This is an optimization exercise on Yosys and OpenROAD, whose aim is small area, not a production implementation.
The RTL was checked by simulation tests, not by an equivalence proof against the original design.
The clock port is modelled as an ideal driver; clocking choices that lean on that would not hold on a real chip.
Power figures rest on the tool's default switching activity, not on a simulated workload.

== job 8034 ==
Design pipeline_core, start of the top module:
module pipeline_core #(
  parameter int DATA_W     = 32,
  parameter int IMEM_DEPTH = 16,
  parameter int DMEM_DEPTH = 16
) (
  input  logic                              clk,
  input  logic                              reset,
  input  logic                              imem_we,
  input  logic [$clog2(IMEM_DEPTH)-1:0]     imem_addr,
  input  logic [31:0]                       imem_wdata,
  output logic [DATA_W-1:0]                 result,
  output logic                              wb_valid,
  output logic [4:0]                        wb_reg,
  output logic [$clog2(IMEM_DEPTH)-1:0]     pc,
  output logic                              stall,
  output logic                              halted
);
  localparam int IMEM_AW = $clog2(IMEM_DEPTH);
  localparam int DMEM_AW = $clog2(DMEM_DEPTH);
  localparam int IW = 28;
  logic [IW-1:0]      imem [IMEM_DEPTH];
  logic [DATA_W-1:0]  dmem [DMEM_DEPTH];
  logic [DATA_W-1:0]  rf   [1:31];
  logic [31:1]        rfValid_q;
  logic [5:0]    wOp, wFn;
  logic [1:0]    wKind;
  logic [2:0]    wSub;
  logic [IW-1:0] wEnc;
  assign wOp = imem_wdata[31:26];
  assign wFn = imem_wdata[5:0];
  always_comb begin
    case (wOp)
      6'b001000: wKind = 2'b01;
      6'b100011: wKind = 2'b10;
      6'b101011: wKind = 2'b11;
      default:   wKind = 2'b00;
    endcase
    if (wOp == 6'b000000) begin
      case (wFn)
        6'b100000: wSub = 3'b100;
        6'b100010: wSub = 3'b101;
        6'b100100: wSub = 3'b110;
        6'b100101: wSub = 3'b111;
        default:   wSub = 3'b010;
      endcase
    end else if (wOp == 6'b111111) begin
      wSub = 3'b001;
    end else begin
      wSub = 3'b000;
    end
  end
  assign wEnc = {wKind, imem_wdata[25:3], (wKind == 2'b00) ? wSub : imem_wdata[2:0]};
  logic [IMEM_AW-1:0] pc_q;
  logic               haltSeen_q;
  logic [1:0]         haltCnt_q;
  logic [IW-1:0]      fetch;
  logic [IMEM_DEPTH-1:0] fetchSel;
  always_comb
    for (int i = 0; i < IMEM_DEPTH; i++) fetchSel[i] = (pc_q == IMEM_AW'(i));
  ...
Size: about 2,200 flip-flops, roughly 83 I/O pins, roughly 0.083 sq mm of cells after synthesis.
Settings: LEC_CHECK=0, CAP_MARGIN=0, CORE_MARGIN=2, CORE_UTILIZATION=70, CTS_CLUSTER_DIAMETER=80, CTS_CLUSTER_SIZE=24, SLEW_MARGIN=0, SYNTH_HIERARCHICAL=1, SYNTH_MINIMUM_KEEP_SIZE=0; clock period 5.5 ns.
run.sh (not shown) runs the stock make flow with config.mk's settings and CLKGATE_MAP_FILE= SYNTH_SCRIPT=/design/flow/synth_recipe.tcl, a recipe that flattens the netlist after the stock synthesis.
Edits applied to the flow inputs when going from job 8034 to job 4439:
# job 8034
export LEC_CHECK = 0
export CAP_MARGIN = 0
export CORE_MARGIN = 2
export CORE_UTILIZATION = 70
export CTS_CLUSTER_DIAMETER = 80
export CTS_CLUSTER_SIZE = 24
export SLEW_MARGIN = 0
export SYNTH_HIERARCHICAL = 1
export SYNTH_MINIMUM_KEEP_SIZE = 0
create_clock -name core_clock -period 5.5 [get_ports {clk}]
# job 4439
export LEC_CHECK = 0
export CAP_MARGIN = 0
export CORE_MARGIN = 2
export CORE_UTILIZATION = 66
export CTS_CLUSTER_DIAMETER = 80
export CTS_CLUSTER_SIZE = 32
export SLEW_MARGIN = 0
export SYNTH_HIERARCHICAL = 1
export SYNTH_MINIMUM_KEEP_SIZE = 0
create_clock -name core_clock -period 5.5 [get_ports {clk}]
==> flow/flow/run.sh (new file) <==
#!/bin/bash
set -euo pipefail
export CTS_ARGS="-sink_clustering_enable -repair_clock_nets -sink_clustering_size 32 -sink_clustering_max_diameter 80 -dont_use_dummy_load"
bash standard.sh > standard.log 2>&1
==> flow/standard.sh (new file) <==
#!/bin/bash
# synth_recipe.tcl (not shown) runs the flow's synth.tcl, then flattens the netlist and writes it again
# the make line also repeats each setting of config.mk as NAME=value (left out here)
make -C /OpenROAD-flow-scripts/flow DESIGN_CONFIG=/design/flow/config.mk WORK_HOME=/design/flow/orfs CLKGATE_MAP_FILE= SYNTH_SCRIPT=/design/flow/synth_recipe.tcl "${@:-finish}"
removed: flow/run.sh
[summary]
Between job 8034 and job 4439, the number of antenna violations at the first check in global routing is lower for job 8034.
Higher wire length was reported by job 8034, not job 4439.
Taking job 8034 as the reference, in job 4439 worst setup slack +0.042 ns, post-DP HPWL went up by about 3.3%, clock skew has increased.
Against job 8034, job 4439 comes in about 14% lower on number of buffers created by CTS.
Clock network area share in job 4439 is 0.92 points lower than in job 8034
The number of clock buffers in the layout in job 4439 is 0.49 times that in job 8034.
Inputs modified between job 4439 and job 371:
# job 4439
export LEC_CHECK = 0
export CAP_MARGIN = 0
export CORE_MARGIN = 2
export CORE_UTILIZATION = 66
export CTS_CLUSTER_DIAMETER = 80
export CTS_CLUSTER_SIZE = 32
export SLEW_MARGIN = 0
export SYNTH_HIERARCHICAL = 1
export SYNTH_MINIMUM_KEEP_SIZE = 0
create_clock -name core_clock -period 5.5 [get_ports {clk}]
# job 371
export LEC_CHECK = 0
export CAP_MARGIN = 0
export CORE_MARGIN = 2
export CORE_UTILIZATION = 66
export CTS_CLUSTER_DIAMETER = 80
export CTS_CLUSTER_SIZE = 24
export SLEW_MARGIN = 0
export SYNTH_HIERARCHICAL = 1
export SYNTH_MINIMUM_KEEP_SIZE = 0
create_clock -name core_clock -period 5.5 [get_ports {clk}]
==> flow/flow/run.sh <==
#!/bin/bash
set -euo pipefail
export CTS_ARGS="-sink_clustering_enable -repair_clock_nets -sink_clustering_size 24 -sink_clustering_max_diameter 80 -dont_use_dummy_load"
bash standard.sh > standard.log 2>&1
Results
Internal reg-to-reg setup slack: job 4439 vs job 371 — no meaningful difference. Job 371 has antenna cell count above what job 4439 had. Diff job 4439 -> job 371: share of the clock period used by the worst path flat; share of the final layout cell area in sequential cells down 0.30 points; clock slew seen by the registers of the worst setup and hold paths flat. Job 371: portion of total power attributed to combinational logic 0.4 points below job 4439. [compare] base=job 4439 new=job 371: hold slack level; via count level; utilization moved up; number of nets in the finished design moved up.
Setup changes, job 371 to job 2296
# job 371
export LEC_CHECK = 0
export CAP_MARGIN = 0
export CORE_MARGIN = 2
export CORE_UTILIZATION = 66
export CTS_CLUSTER_DIAMETER = 80
export CTS_CLUSTER_SIZE = 24
export SLEW_MARGIN = 0
export SYNTH_HIERARCHICAL = 1
export SYNTH_MINIMUM_KEEP_SIZE = 0
create_clock -name core_clock -period 5.5 [get_ports {clk}]
# job 2296
export LEC_CHECK = 0
export CAP_MARGIN = 0
export CORE_MARGIN = 2
export CORE_UTILIZATION = 66
export CTS_CLUSTER_DIAMETER = 80
export CTS_CLUSTER_SIZE = 28
export SLEW_MARGIN = 0
export SYNTH_HIERARCHICAL = 1
export SYNTH_MINIMUM_KEEP_SIZE = 0
create_clock -name core_clock -period 5.5 [get_ports {clk}]
==> flow/flow/run.sh <==
#!/bin/bash
set -euo pipefail
export CTS_ARGS="-sink_clustering_enable -repair_clock_nets -sink_clustering_size 28 -sink_clustering_max_diameter 80 -dont_use_dummy_load"
bash standard.sh > standard.log 2>&1
--- outcome ---
Job 2296: flow completed, timing, DRC and antenna clean. Taking job 371 as the reference, in job 2296 buffer and inverter count on the worst path level; clock latency on the worst-skew pair held steady; worst setup slack moved up. In job 2296, the global-route wire length before repair came out 0.39% below the value in job 371. ~same via count normalized by instance count in job 2296 and job 371. Between job 371 and job 2296, clock-buffer cell count decreased.

[static timing again, ports no longer ideal]
In the flow no input, the clock included, has a driving cell. The finished layouts below were timed again as built, in two steps.
Step 1, drivers: a clkbuf_16 drives clk and a buf_2 each remaining input, both assumed.
Step 2, shift: input delay + t, output delay - t, t = (earliest + latest rising clock arrival at the registers) / 2. This alone moves slack from input paths to output paths.
a / b / c = ideal / step 1 / step 2; a / b = the first two.
run	t (ns)	slack for setup (ns)	slew at the worst register clock pin (ns)	worst slew at a driven data input, ns	pins driven straight from the clock port
job 8034	0.816	0.339 / 0.339 / 0.339	0.10 / 0.10	0.11	1
job 4439	0.786	0.380 / 0.380 / 0.380	0.12 / 0.12	0.09	1
job 371	0.795	0.382 / 0.382 / 0.382	0.10 / 0.10	0.09	1
job 2296	0.800	0.444 / 0.444 / 0.444	0.11 / 0.11	0.09	1
After both steps every run listed still meets setup and hold.
